This design comes from an exercise in tuning for small area, a short achievable clock period and few clock cycles on the open sky130 flow, not from production work.
Only simulation tests tie the RTL to the original design; equivalence was not proved.
Power figures rest on the tool's default switching activity, not on a simulated workload.

## flow/config.mk

```make
export PLATFORM = sky130hd
export DESIGN_NAME = acl_access_check_engine
export DESIGN_NICKNAME = acl_access_check_engine
export VERILOG_FILES = /design/flow/design.v
export SDC_FILE = /design/flow/constraint.sdc
export NUM_CORES = 4
export LEC_CHECK = 0
export CAP_MARGIN = 20
export CORE_MARGIN = 2
export CORE_UTILIZATION = 40
export PLACE_DENSITY = 0.6
export SLEW_MARGIN = 20
```

## flow/constraint.sdc

```tcl
create_clock -name core_clock -period 5.0 [get_ports {clk_i}]
set_input_delay 1.0000 -clock core_clock [delete_from_list [all_inputs] [get_ports {clk_i}]]
set_output_delay 1.0000 -clock core_clock [all_outputs]
set_load 0.01 [all_outputs]
```

## flow/design.v

```verilog
module acl_access_check_engine #(
  parameter int ENTRY_DEPTH = 32,
  parameter int GROUP_DEPTH = 16,
  parameter int ID_BITS     = 16
) (
  input  logic        clk_i,
  input  logic        rst_ni,
  input  logic        cfg_we_i,
  input  logic [2:0]  cfg_idx_i,
  input  logic [15:0] cfg_wdata_i,
  input  logic        req_valid_i,
  output logic        req_ready_o,
  input  logic [2:0]  req_mode_i,
  input  logic [15:0] req_sid_i,
  input  logic [6:0]  req_rights_i,
  input  logic        req_is_deny_i,
  input  logic        req_inherited_i,
  input  logic        req_keep_inherited_i,
  output logic        rsp_valid_o,
  input  logic        rsp_ready_i,
  output logic [1:0]  rsp_status_o,
  output logic        rsp_access_granted_o,
  output logic [2:0]  rsp_decision_reason_o,
  output logic [6:0]  rsp_granted_rights_o,
  output logic [6:0]  rsp_missing_rights_o,
  output logic [5:0]  rsp_deciding_entry_o
);
  typedef enum logic [2:0] {
    MODE_CLEAR     = 3'd0,
    MODE_ADD_GROUP = 3'd1,
    MODE_MARK      = 3'd2,
    MODE_ADD_ENTRY = 3'd3,
    MODE_SORT      = 3'd4,
    MODE_CUT       = 3'd5,
    MODE_EVAL      = 3'd6,
    MODE_NOP       = 3'd7
  } mode_e;
  typedef enum logic [2:0] {
    CFG_USER      = 3'd0,
    CFG_OWNER     = 3'd1,
    CFG_TOKEN_LVL = 3'd2,
    CFG_OBJ_LABEL = 3'd3,
    CFG_NO_RD_UP  = 3'd4,
    CFG_TAKE_PRIV = 3'd5,
    CFG_NULL_LIST = 3'd6,
    CFG_SPARE     = 3'd7
  } cfg_idx_e;
  typedef enum logic [1:0] {
    ST_OK         = 2'd0,
    ST_FULL       = 2'd1,
    ST_EMPTY_MASK = 2'd2,
    ST_SPARE      = 2'd3
  } status_e;
  typedef enum logic [2:0] {
    RSN_NONE      = 3'd0,
    RSN_INTEGRITY = 3'd1,
    RSN_OWNER     = 3'd2,
    RSN_NULL      = 3'd3,
    RSN_EMPTY     = 3'd4,
    RSN_DENY      = 3'd5,
    RSN_ALLOWS    = 3'd6,
    RSN_EXHAUSTED = 3'd7
  } reason_e;
  typedef enum logic [1:0] {
    M_NONE      = 2'd0,
    M_FULL      = 2'd1,
    M_DENY_ONLY = 2'd2,
    M_SPARE     = 2'd3
  } match_e;
  typedef enum logic [4:0] {
    S_IDLE,
    S_MARK_RD,
    S_MARK_CHK,
    S_SORT_I,
    S_SORT_E,
    S_SORT_J,
    S_SORT_PUT,
    S_CUT_RD,
    S_CUT_CHK,
    S_OWN_RD,
    S_OWN_CHK,
    S_ORE_RD,
    S_ORE_CHK,
    S_PRE,
    S_WALK_RD,
    S_WALK_CHK,
    S_WG_RD,
    S_WG_CHK,
    S_OUT
  } state_e;
  localparam logic [6:0]  WRITE_KIND      = 7'h6A;
  localparam logic [6:0]  READ_EXEC       = 7'h05;
  localparam logic [6:0]  OWNER_IMPLICIT  = 7'h30;
  localparam logic [6:0]  TAKE_OWNER      = 7'h40;
  localparam logic [15:0] ID_EVERYONE     = 16'd0;
  localparam logic [15:0] ID_OWNER_RIGHTS = 16'd1;
  typedef struct packed {
    logic [15:0] id;
    logic [6:0]  rights;
    logic        deny;
    logic        inh;
  } entry_t;
  typedef struct packed {
    logic [15:0] id;
    logic        deny_only;
  } group_t;
  typedef struct packed {
    logic [1:0] status;
    logic       granted;
    logic [2:0] reason;
    logic [6:0] granted_rights;
    logic [6:0] missing_rights;
    logic [5:0] deciding_entry;
  } rsp_t;
  function automatic logic [1:0] order_class(entry_t e);
    order_class = {e.inh, ~e.deny};
  endfunction
  localparam int EAW = (ENTRY_DEPTH > 1) ? $clog2(ENTRY_DEPTH) : 1;
  localparam int ECW = $clog2(ENTRY_DEPTH + 1);
  localparam int GAW = (GROUP_DEPTH > 1) ? $clog2(GROUP_DEPTH) : 1;
  localparam int GCW = $clog2(GROUP_DEPTH + 1);
  localparam logic [15:0] ID_MASK = 16'((64'd1 << ID_BITS) - 64'd1);
  localparam logic [5:0] NO_ENTRY = 6'(ENTRY_DEPTH);
  logic [24:0] e_mem [0:ENTRY_DEPTH-1];
  logic [16:0] g_mem [0:GROUP_DEPTH-1];
  entry_t e_rdata_q, e_wdata;
  group_t g_rdata_q, g_wdata;
  logic [EAW-1:0] e_raddr, e_waddr;
  logic [GAW-1:0] g_waddr;
  logic e_we, g_we;
  state_e state_q, state_d;
  logic [ECW-1:0] idx_q, idx_d, s_q, s_d, n_q, n_d, ecount_q, ecount_d;
  logic [GCW-1:0] gidx_q, gidx_d, gcount_q, gcount_d;
  entry_t cur_q, cur_d;
  logic [6:0]  req_q, req_d, given_q, given_d;
  logic [15:0] sid_q, sid_d;
  logic keep_q, keep_d, own_q, own_d, ore_q, ore_d;
  rsp_t pend_q, pend_d, out_q, out_d;
  logic ov_q, ov_d;
  logic [15:0] user_q, owner_q;
  logic [1:0]  tok_q, lbl_q;
  logic nru_q, priv_q, null_q;
  always_ff @(posedge clk_i or negedge rst_ni) begin
    if (!rst_ni) begin
      user_q  <= '0;
      owner_q <= '0;
      tok_q   <= 2'd1;
      lbl_q   <= 2'd1;
      nru_q   <= 1'b0;
      priv_q  <= 1'b0;
      null_q  <= 1'b0;
    end else if (cfg_we_i) begin
      unique case (cfg_idx_i)
        CFG_USER:      user_q  <= cfg_wdata_i & ID_MASK;
        CFG_OWNER:     owner_q <= cfg_wdata_i & ID_MASK;
        CFG_TOKEN_LVL: tok_q   <= cfg_wdata_i[1:0];
        CFG_OBJ_LABEL: lbl_q   <= cfg_wdata_i[1:0];
        CFG_NO_RD_UP:  nru_q   <= cfg_wdata_i[0];
        CFG_TAKE_PRIV: priv_q  <= cfg_wdata_i[0];
        CFG_NULL_LIST: null_q  <= cfg_wdata_i[0];
        default: ;
      endcase
    end
  end
  always_ff @(posedge clk_i) begin
    if (e_we) e_mem[e_waddr] <= e_wdata;
    e_rdata_q <= e_mem[e_raddr];
  end
  always_ff @(posedge clk_i) begin
    if (g_we) g_mem[g_waddr] <= g_wdata;
    g_rdata_q <= g_mem[gidx_q[GAW-1:0]];
  end
  logic in_acc, out_free, e_end, g_end, sort_end, cls_gt, s_last;
  logic e_full, g_full, integ_fail, quick, g_hit, apply_now;
  logic hit_deny, hit_allow, pre_grant;
  logic [6:0] forbid, refused, given_new, pre_given;
  logic [15:0] sid_m;
  entry_t ent_cur;
  match_e m;
  assign in_acc   = req_valid_i && req_ready_o;
  assign out_free = !ov_q || rsp_ready_i;
  assign e_end    = idx_q == ecount_q;
  assign g_end    = gidx_q == gcount_q;
  assign sort_end = idx_q >= ecount_q;
  assign cls_gt   = order_class(e_rdata_q) > order_class(cur_q);
  assign s_last   = s_q == ECW'(1);
  assign e_full   = ecount_q == ECW'(ENTRY_DEPTH);
  assign g_full   = gcount_q == GCW'(GROUP_DEPTH);
  assign sid_m    = req_sid_i & ID_MASK;
  assign forbid   = WRITE_KIND | (nru_q ? READ_EXEC : 7'd0);
  assign integ_fail = (tok_q < lbl_q) && ((req_rights_i & forbid) != 7'd0);
  assign ent_cur  = (state_q == S_WALK_CHK) ? e_rdata_q : cur_q;
  assign quick    = (e_rdata_q.id == ID_EVERYONE) || (e_rdata_q.id == user_q) ||
                    (e_rdata_q.id == ID_OWNER_RIGHTS);
  assign g_hit    = g_rdata_q.id == cur_q.id;
  always_comb begin
    m = M_NONE;
    apply_now = 1'b0;
    case (state_q)
      S_WALK_CHK: begin
        apply_now = quick;
        if ((e_rdata_q.id == ID_EVERYONE) || (e_rdata_q.id == user_q)) m = M_FULL;
        else if (own_q) m = M_FULL;
      end
      S_WG_RD: apply_now = g_end;
      S_WG_CHK: begin
        apply_now = g_hit;
        m = g_rdata_q.deny_only ? M_DENY_ONLY : M_FULL;
      end
      default: ;
    endcase
  end
  assign refused   = ent_cur.rights & req_q & ~given_q;
  assign given_new = given_q | (ent_cur.rights & req_q);
  assign hit_deny  = apply_now && (m != M_NONE) && ent_cur.deny && (refused != 7'd0);
  assign hit_allow = apply_now && (m == M_FULL) && !ent_cur.deny && (given_new == req_q);
  assign pre_given = (req_q & TAKE_OWNER & {7{priv_q}}) |
                     ((own_q && !ore_q) ? (req_q & OWNER_IMPLICIT) : 7'd0);
  assign pre_grant = (pre_given == req_q) || null_q || (ecount_q == '0);
  always_comb begin
    state_d = state_q;
    unique case (state_q)
      S_IDLE: begin
        if (in_acc) begin
          unique case (req_mode_i)
            MODE_MARK: state_d = S_MARK_RD;
            MODE_SORT: state_d = S_SORT_I;
            MODE_CUT:  state_d = S_CUT_RD;
            MODE_EVAL: state_d = ((req_rights_i == 7'd0) || integ_fail) ? S_OUT : S_OWN_RD;
            default:   state_d = S_OUT;
          endcase
        end
      end
      S_MARK_RD:  state_d = g_end ? S_OUT : S_MARK_CHK;
      S_MARK_CHK: state_d = S_MARK_RD;
      S_SORT_I:   state_d = sort_end ? S_OUT : S_SORT_E;
      S_SORT_E:   state_d = S_SORT_J;
      S_SORT_J:   state_d = cls_gt ? (s_last ? S_SORT_PUT : S_SORT_J) : S_SORT_I;
      S_SORT_PUT: state_d = S_SORT_I;
      S_CUT_RD:   state_d = e_end ? S_OUT : S_CUT_CHK;
      S_CUT_CHK:  state_d = S_CUT_RD;
      S_OWN_RD:   state_d = g_end ? S_ORE_RD : S_OWN_CHK;
      S_OWN_CHK:  state_d = S_OWN_RD;
      S_ORE_RD:   state_d = e_end ? S_PRE : S_ORE_CHK;
      S_ORE_CHK:  state_d = S_ORE_RD;
      S_PRE:      state_d = pre_grant ? S_OUT : S_WALK_RD;
      S_WALK_RD:  state_d = e_end ? S_OUT : S_WALK_CHK;
      S_WALK_CHK: state_d = !quick ? S_WG_RD : ((hit_deny || hit_allow) ? S_OUT : S_WALK_RD);
      S_WG_RD:    state_d = !g_end ? S_WG_CHK : ((hit_deny || hit_allow) ? S_OUT : S_WALK_RD);
      S_WG_CHK:   state_d = !g_hit ? S_WG_RD : ((hit_deny || hit_allow) ? S_OUT : S_WALK_RD);
      S_OUT:      state_d = out_free ? S_IDLE : S_OUT;
      default:    state_d = S_IDLE;
    endcase
  end
  always_comb begin
    idx_d = idx_q;  s_d = s_q;  n_d = n_q;  gidx_d = gidx_q;
    ecount_d = ecount_q;  gcount_d = gcount_q;
    cur_d = cur_q;  req_d = req_q;  given_d = given_q;  sid_d = sid_q;
    keep_d = keep_q;  own_d = own_q;  ore_d = ore_q;
    pend_d = pend_q;  out_d = out_q;
    ov_d = ov_q && !rsp_ready_i;
    e_we = 1'b0;  e_waddr = idx_q[EAW-1:0];  e_wdata = cur_q;
    g_we = 1'b0;  g_waddr = gidx_q[GAW-1:0];  g_wdata = g_rdata_q;
    e_raddr = idx_q[EAW-1:0];
    case (state_q)
      S_IDLE: begin
        if (in_acc) begin
          pend_d = '0;
          pend_d.status = ST_OK;
          pend_d.reason = RSN_NONE;
          pend_d.deciding_entry = NO_ENTRY;
          sid_d  = sid_m;
          req_d  = req_rights_i;
          keep_d = req_keep_inherited_i;
          gidx_d = '0;
          idx_d  = '0;
          n_d    = '0;
          own_d  = user_q == owner_q;
          ore_d  = 1'b0;
          unique case (req_mode_i)
            MODE_CLEAR: begin
              ecount_d = '0;
              gcount_d = '0;
            end
            MODE_ADD_GROUP: begin
              if (g_full) begin
                pend_d.status = ST_FULL;
              end else begin
                g_we     = 1'b1;
                g_waddr  = gcount_q[GAW-1:0];
                g_wdata.id        = sid_m;
                g_wdata.deny_only = 1'b0;
                gcount_d = gcount_q + GCW'(1);
              end
            end
            MODE_ADD_ENTRY: begin
              if (e_full) begin
                pend_d.status = ST_FULL;
              end else begin
                e_we     = 1'b1;
                e_waddr  = ecount_q[EAW-1:0];
                e_wdata.id     = sid_m;
                e_wdata.rights = req_rights_i;
                e_wdata.deny   = req_is_deny_i;
                e_wdata.inh    = req_inherited_i;
                ecount_d = ecount_q + ECW'(1);
              end
            end
            MODE_SORT: idx_d = ECW'(1);
            MODE_EVAL: begin
              if (req_rights_i == 7'd0) begin
                pend_d.status = ST_EMPTY_MASK;
              end else if (integ_fail) begin
                pend_d.reason = RSN_INTEGRITY;
                pend_d.missing_rights = req_rights_i & forbid;
              end
            end
            default: ;
          endcase
        end
      end
      S_MARK_CHK: begin
        if (g_rdata_q.id == sid_q) begin
          g_we    = 1'b1;
          g_wdata.deny_only = 1'b1;
        end
        gidx_d = gidx_q + GCW'(1);
      end
      S_SORT_E: begin
        cur_d   = e_rdata_q;
        s_d     = idx_q;
        e_raddr = EAW'(idx_q - ECW'(1));
      end
      S_SORT_J: begin
        e_raddr = EAW'(s_q - ECW'(2));
        e_we    = 1'b1;
        e_waddr = s_q[EAW-1:0];
        if (cls_gt) begin
          e_wdata = e_rdata_q;
          s_d     = s_q - ECW'(1);
        end else begin
          e_wdata = cur_q;
          idx_d   = idx_q + ECW'(1);
        end
      end
      S_SORT_PUT: begin
        e_we    = 1'b1;
        e_waddr = s_q[EAW-1:0];
        e_wdata = cur_q;
        idx_d   = idx_q + ECW'(1);
      end
      S_CUT_RD: begin
        if (e_end) ecount_d = n_q;
      end
      S_CUT_CHK: begin
        if (!(e_rdata_q.inh && !keep_q)) begin
          e_we    = 1'b1;
          e_waddr = n_q[EAW-1:0];
          e_wdata     = e_rdata_q;
          e_wdata.inh = 1'b0;
          n_d     = n_q + ECW'(1);
        end
        idx_d = idx_q + ECW'(1);
      end
      S_OWN_CHK: begin
        if (!g_rdata_q.deny_only && (g_rdata_q.id == owner_q)) own_d = 1'b1;
        gidx_d = gidx_q + GCW'(1);
      end
      S_ORE_CHK: begin
        if (e_rdata_q.id == ID_OWNER_RIGHTS) ore_d = 1'b1;
        idx_d = idx_q + ECW'(1);
      end
      S_PRE: begin
        given_d = pre_given;
        idx_d   = '0;
        if (pre_given == req_q) begin
          pend_d.granted = 1'b1;
          pend_d.reason  = RSN_OWNER;
          pend_d.granted_rights = req_q;
        end else if (null_q) begin
          pend_d.granted = 1'b1;
          pend_d.reason  = RSN_NULL;
          pend_d.granted_rights = req_q;
        end else if (ecount_q == '0) begin
          pend_d.reason = RSN_EMPTY;
          pend_d.granted_rights = pre_given;
          pend_d.missing_rights = req_q & ~pre_given;
        end
      end
      S_WALK_RD: begin
        if (e_end) begin
          pend_d.reason = RSN_EXHAUSTED;
          pend_d.granted_rights = given_q;
          pend_d.missing_rights = req_q & ~given_q;
        end
      end
      S_WG_CHK: begin
        if (!g_hit) gidx_d = gidx_q + GCW'(1);
      end
      S_OUT: begin
        if (out_free) begin
          out_d = pend_q;
          ov_d  = 1'b1;
        end
      end
      default: ;
    endcase
    if (state_q == S_WALK_CHK) begin
      cur_d  = e_rdata_q;
      gidx_d = '0;
    end
    if (apply_now) begin
      if (hit_deny) begin
        pend_d.reason = RSN_DENY;
        pend_d.granted_rights = given_q;
        pend_d.missing_rights = refused;
        pend_d.deciding_entry = 6'(idx_q);
      end else if (hit_allow) begin
        pend_d.granted = 1'b1;
        pend_d.reason  = RSN_ALLOWS;
        pend_d.granted_rights = req_q;
        pend_d.deciding_entry = 6'(idx_q);
      end else begin
        if ((m == M_FULL) && !ent_cur.deny) given_d = given_new;
        idx_d = idx_q + ECW'(1);
      end
    end
  end
  always_ff @(posedge clk_i or negedge rst_ni) begin
    if (!rst_ni) begin
      state_q  <= S_IDLE;
      ecount_q <= '0;
      gcount_q <= '0;
      ov_q     <= 1'b0;
    end else begin
      state_q  <= state_d;
      ecount_q <= ecount_d;
      gcount_q <= gcount_d;
      ov_q     <= ov_d;
    end
  end
  always_ff @(posedge clk_i) begin
    idx_q   <= idx_d;
    s_q     <= s_d;
    n_q     <= n_d;
    gidx_q  <= gidx_d;
    cur_q   <= cur_d;
    req_q   <= req_d;
    given_q <= given_d;
    sid_q   <= sid_d;
    keep_q  <= keep_d;
    own_q   <= own_d;
    ore_q   <= ore_d;
    pend_q  <= pend_d;
    out_q   <= out_d;
  end
  assign req_ready_o           = state_q == S_IDLE;
  assign rsp_valid_o           = ov_q;
  assign rsp_status_o          = out_q.status;
  assign rsp_access_granted_o  = out_q.granted;
  assign rsp_decision_reason_o = out_q.reason;
  assign rsp_granted_rights_o  = out_q.granted_rights;
  assign rsp_missing_rights_o  = out_q.missing_rights;
  assign rsp_deciding_entry_o  = out_q.deciding_entry;
endmodule
```

## flow/run.sh

```bash
#!/bin/bash
# synth_recipe.tcl (not shown) runs the flow's synth.tcl, then flattens the netlist and writes it again
# the make line also repeats each setting of config.mk as NAME=value (left out here)
make -C /OpenROAD-flow-scripts/flow DESIGN_CONFIG=/design/flow/config.mk WORK_HOME=/design/flow/orfs CLKGATE_MAP_FILE= SYNTH_SCRIPT=/design/flow/synth_recipe.tcl finish
```

==> impl_metrics.xml <==
<?xml version="1.0" encoding="UTF-8"?>
<metrics>
  <group name="status">
    <metric name="run_status" unit="">complete, no violations</metric>
  </group>
  <group name="placement">
    <metric name="dpl.cell_count" unit="">5173</metric>
    <metric name="number_of_buffers_inserted_by_port_buffering" unit="">80</metric>
    <metric name="place.detailed.hpwl" unit="mm">87.9</metric>
    <metric name="gpl.final_weighted_congestion" unit="">0.918</metric>
  </group>
  <group name="timing">
    <metric name="period_share" unit="%">87.8</metric>
    <metric name="timing.max_slew.rel_slack" unit="%">27.1</metric>
    <metric name="final_hold_viol_count" unit="">0</metric>
    <metric name="worst_clock_skew" unit="ns">0.0175</metric>
    <metric name="post-route-min-period" unit="ns">4.39</metric>
    <metric name="maxClockFrequency" unit="MHz">228</metric>
    <metric name="setup_total_negative_slack" unit="ns">0</metric>
    <metric name="setup_viol" unit="">0</metric>
    <metric name="unrepaired_setup_endpoints_after_global_routing" unit="">false</metric>
    <metric name="whs" unit="ns">0.405</metric>
    <metric name="worstMarginPinSlew" unit="ns">1.09</metric>
    <metric name="slew_violations" unit="">0</metric>
  </group>
  <group name="yosys">
    <metric name="async_reset_ff_share" unit="%">4.30</metric>
    <metric name="synth_top_family_by_area" unit="">multiplexers</metric>
    <metric name="synthesis.area_per_instance" unit="µm²">16.2</metric>
    <metric name="ys.flop_type" unit="">edfxtp_1</metric>
    <metric name="yosys_warnings" unit="">1</metric>
    <metric name="syn-cell-area" unit="µm²">53900</metric>
    <metric name="synth_fp_nets" unit="">3401</metric>
    <metric name="count_of_mapped_cells_out_of_synthesis" unit="">3326</metric>
    <metric name="yosys.area_share.adder" unit="%">0.511</metric>
    <metric name="compound_gate_fraction_of_synth_area" unit="%">6.36</metric>
    <metric name="post_synth_and_or_nand_nor_area_fraction" unit="%">4.95</metric>
    <metric name="synthMuxAreaShare" unit="%">14.2</metric>
    <metric name="postSynthRegisterBits" unit="">1303</metric>
    <metric name="synth_sequential_area_ratio" unit="%">70.5</metric>
    <metric name="synth_area_in_xor_xnor" unit="%">1.58</metric>
    <metric name="synth-edff-count" unit="">1163</metric>
    <metric name="synth_cell_types" unit="">81</metric>
  </group>
  <group name="cts">
    <metric name="cts_buffer_depth" unit="">3</metric>
    <metric name="h-tree-depth" unit="">4</metric>
    <metric name="cts_root_buf" unit="">clkbuf_16</metric>
    <metric name="tritoncts" unit="">yes</metric>
    <metric name="ctsResizeCount" unit="">0</metric>
    <metric name="cts_hold_buffers" unit="">0</metric>
    <metric name="post-cts-setup-buffers" unit="">0</metric>
    <metric name="clock-sinks" unit="">1303</metric>
    <metric name="worst_setup_hold_path_clk_slew" unit="ns">0.06</metric>
    <metric name="clkLatencyLatePin" unit="ns">0.76</metric>
    <metric name="tritoncts.num_buffers" unit="">140</metric>
  </group>
  <group name="grt">
    <metric name="maximum_number_of_pins_on_one_net_before_global_route_repair" unit="">101</metric>
    <metric name="grt_pass1_vias" unit="">29600</metric>
    <metric name="grt_pass1_wl" unit="mm">199</metric>
    <metric name="antenna_found_initial" unit="">1</metric>
    <metric name="globalRoute.totalOverflow" unit="">0</metric>
    <metric name="grt_usage" unit="%">19.6</metric>
  </group>
  <group name="routing">
    <metric name="drtIter0Drc" unit="">2803</metric>
    <metric name="dr.pass1.iters" unit="">6</metric>
    <metric name="vias_per_cell" unit="">5.55</metric>
    <metric name="drt-total-wl" unit="mm">135</metric>
    <metric name="route.vias.total" unit="">30200</metric>
    <metric name="remaining_drc_errors" unit="">0</metric>
    <metric name="postRouteAntennaNets" unit="">0</metric>
    <metric name="wl_per_cell" unit="µm">24.8</metric>
  </group>
  <group name="pwr">
    <metric name="combinationalPowerShare" unit="%">29.6</metric>
    <metric name="power_switching" unit="mW">11.7</metric>
    <metric name="share_clk_of_total_power" unit="%">28.0</metric>
    <metric name="internal_power" unit="mW">23.6</metric>
    <metric name="design_power_total" unit="mW">35.3</metric>
    <metric name="p_leak" unit="nW">22.9</metric>
    <metric name="irDropWorstVdd" unit="mV">0.367</metric>
    <metric name="power_density_over_the_cells" unit="nW/µm²">562</metric>
    <metric name="switching_share" unit="%">33.1</metric>
    <metric name="power.sequential.fraction" unit="%">42.4</metric>
  </group>
  <group name="setup_path">
    <metric name="critical_path_slowest_stage_cell" unit="">nor2_4</metric>
    <metric name="worst_setup_path_end_kind" unit="">flop</metric>
    <metric name="critPathKind" unit="">reg2reg</metric>
    <metric name="worst_ep_required_time" unit="ns">5.37</metric>
    <metric name="worst_ep_arrival_time" unit="ns">4.76</metric>
    <metric name="critical_path_cell_by_cell" unit="">nor3_1, nand2_1, o221ai_1, a221oi_1, or3_1, nor2_4</metric>
    <metric name="timing.critical_path.buf_inv" unit="">0</metric>
    <metric name="path_delay_family" unit="">simple AND/OR/NAND/NOR gates</metric>
    <metric name="timing.critical_path.fanout_max" unit="">25</metric>
    <metric name="cp_slowest_stage_delay" unit="ns">0.82</metric>
    <metric name="timing.critical_path.from_type" unit="">flop</metric>
  </group>
  <group name="min_path">
    <metric name="holdCritPathClass" unit="">in2async</metric>
  </group>
  <group name="final_layout">
    <metric name="stdcell_count" unit="">5434</metric>
    <metric name="layout.filler_cells" unit="">11400</metric>
    <metric name="layout.nets" unit="">3623</metric>
    <metric name="area_growth_syn_to_layout" unit="%">16.3</metric>
    <metric name="drive_gt1_share" unit="%">18.1</metric>
    <metric name="final_core_util" unit="%">46.9</metric>
  </group>
  <group name="floorplanning">
    <metric name="floorplan.initialDensity" unit="%">40.3</metric>
    <metric name="die_h" unit="µm">371</metric>
    <metric name="std_cell_rows" unit="">134</metric>
    <metric name="core_area" unit="µm²">134000</metric>
    <metric name="die_footprint" unit="µm²">138000</metric>
    <metric name="fp.dieW" unit="µm">371</metric>
    <metric name="design.portCount" unit="">81</metric>
  </group>
  <group name="job">
    <metric name="max_cap_violations" unit="">0</metric>
  </group>
</metrics>
## registers in the layout, indices dropped and copies added (netlist names), 2 cells and up
register / cells
e_mem: 800
req_q: 7
sid_q: 16
gcount_q: 5
given_q: 7
s_q: 6
ecount_q: 6
user_q: 16
pend_q: 26
e_rdata_q: 25
owner_q: 16
out_q: 26
g_rdata_q: 17
n_q: 6
lbl_q: 2
idx_q: 6
g_mem: 272
state_q: 5
tok_q: 2
cur_q: 25
gidx_q: 5
## path summary, 6_finish.rpt
check                      cells past startpoint        from            end  slack, ns
max                                            6  state_q[2]  e_mem[30][17]       0.61
min                                            2      rst_ni     user_q[15]       0.41
max reg2reg                                    6  state_q[2]  e_mem[30][17]       0.61
min reg2reg                                    0  pend_q[25]      out_q[25]       0.42
max in group asynchronous                      2      rst_ni    ecount_q[5]       4.05
min in group core_clock                        0  pend_q[25]      out_q[25]       0.42
## stage by stage
stage | setup slack [ns] | cell area [µm²]
floorplan | 0.749 | 53900
CTS | 0.718 | 62700
finish | 0.608 | 62700
global placement | 0.185 | 58300
global route | 0.386 | 62700
detailed placement | 0.104 | 58300
## cell usage after synthesis (13+ instances only)
library cell	number	area (µm²)
a211oi_1	105	788
a21oi_1	93	465
a22oi_1	34	255
a31oi_1	22	138
buf_1	19	71.3
buf_2	58	290
clkbuf_1	87	327
dfrtp_1	54	1350
dfxtp_1	84	1680
edfxtp_1	1163	34900
ha_1	22	275
inv_1	61	229
mux2_2	105	1180
mux2i_1	449	4490
mux4_2	87	1960
nand2_1	61	229
nand2b_1	24	150
nand3_1	36	180
nor2_1	163	612
nor2b_1	68	425
nor3_1	27	135
nor4_1	26	163
o21ai_0	81	405
o22ai_1	72	450
or3_1	13	81.3
or4_1	28	210
xnor2_1	28	245
xor2_1	69	604
## placed cells by master, fill, tap and decap left out, drive strengths merged, types with 13 or more instances in the layout
master,n
ha,22
a21oi,93
buf,176
nand2b,24
dfrtp,54
mux2i,449
o211ai,13
nor2,163
or4,28
xnor2,28
o21ai,84
nor3,27
mux4,87
inv,71
nand2,62
a31oi,22
xor2,69
a211oi,106
or3,13
clkdlybuf4s50,79
nand3,36
edfxtp,1163
a22oi,34
nor2b,68
o22ai,72
clkbuf,193
clkinv,52
nor4,26
dfxtp,84
mux2,108
## area by class of cell
cell class              instances  area [µm²]  share of cell area [%]
inverters                      63         236                   0.377
flip-flops and latches       1303       38000                    60.6
well taps                    1768        2210                    3.53
repair buffers                255        2390                    3.81
clock buffers                 193        3870                    6.17
clock inverters                66         495                   0.790
multi-input cells            1785       15500                    24.7
diodes                          1        2.50                 0.00399
## power by group through the flow
stage          Combinational [mW]  Sequential [mW]  Clock, mW
2_1_floorplan                6.99             14.6          0
3_3_place_gp                 10.3             15.2          0
3_5_place_dp                 10.4             15.2          0
4_1_cts                      10.5             15.0       10.1
5_1_grt                      11.2             15.0       10.5
6_report                     10.4             15.0       9.86
## logic make-up after synthesis
logic type / Yosys count
flip-flops: 1303
adder cells (fa/ha/maj): 22
AND/OR/NAND/NOR: 511
XOR/XNOR: 97
buffers and inverters: 238
AO/OA/AOI/OAI: 511
multiplexers: 644
## per-layer routing
layer / part of all wire (%) / track usage, %
met5: 0 / 0
met4: 2.5 / 5.79
met3: 6.1 / 3.30
met2: 46 / 30.6
met1: 45 / 28.1
Testbench counts, summed over its fixed seeds: cycles 860,144.

what the ideal ports hide:
No port has a modelled driver above. Below, the same layout with a new extraction and two added sets of constraints.
Step 1 sets driving cells, clkbuf_16 on the clock port and buf_2 on the other inputs (assumed; they add their load-dependent delay and slew).
Step 2 also shifts input and output timing later by t, the mid clock arrival at the registers, as if the neighbouring blocks saw the same clock.
Three values: ideal, step 1, step 2; two values: the first two.
t, ns: 0.827
setup slack, ns: 0.608 / 0.608 / 0.060
worst setup path after step 2: input to register
worst data-port slew with drivers (ns): 0.06
pins driven straight from the clock port: 1
After both steps setup and hold are still met in this run. The setup slack of this run moves by 0.000 ns with the drivers and by -0.548 ns with both steps.
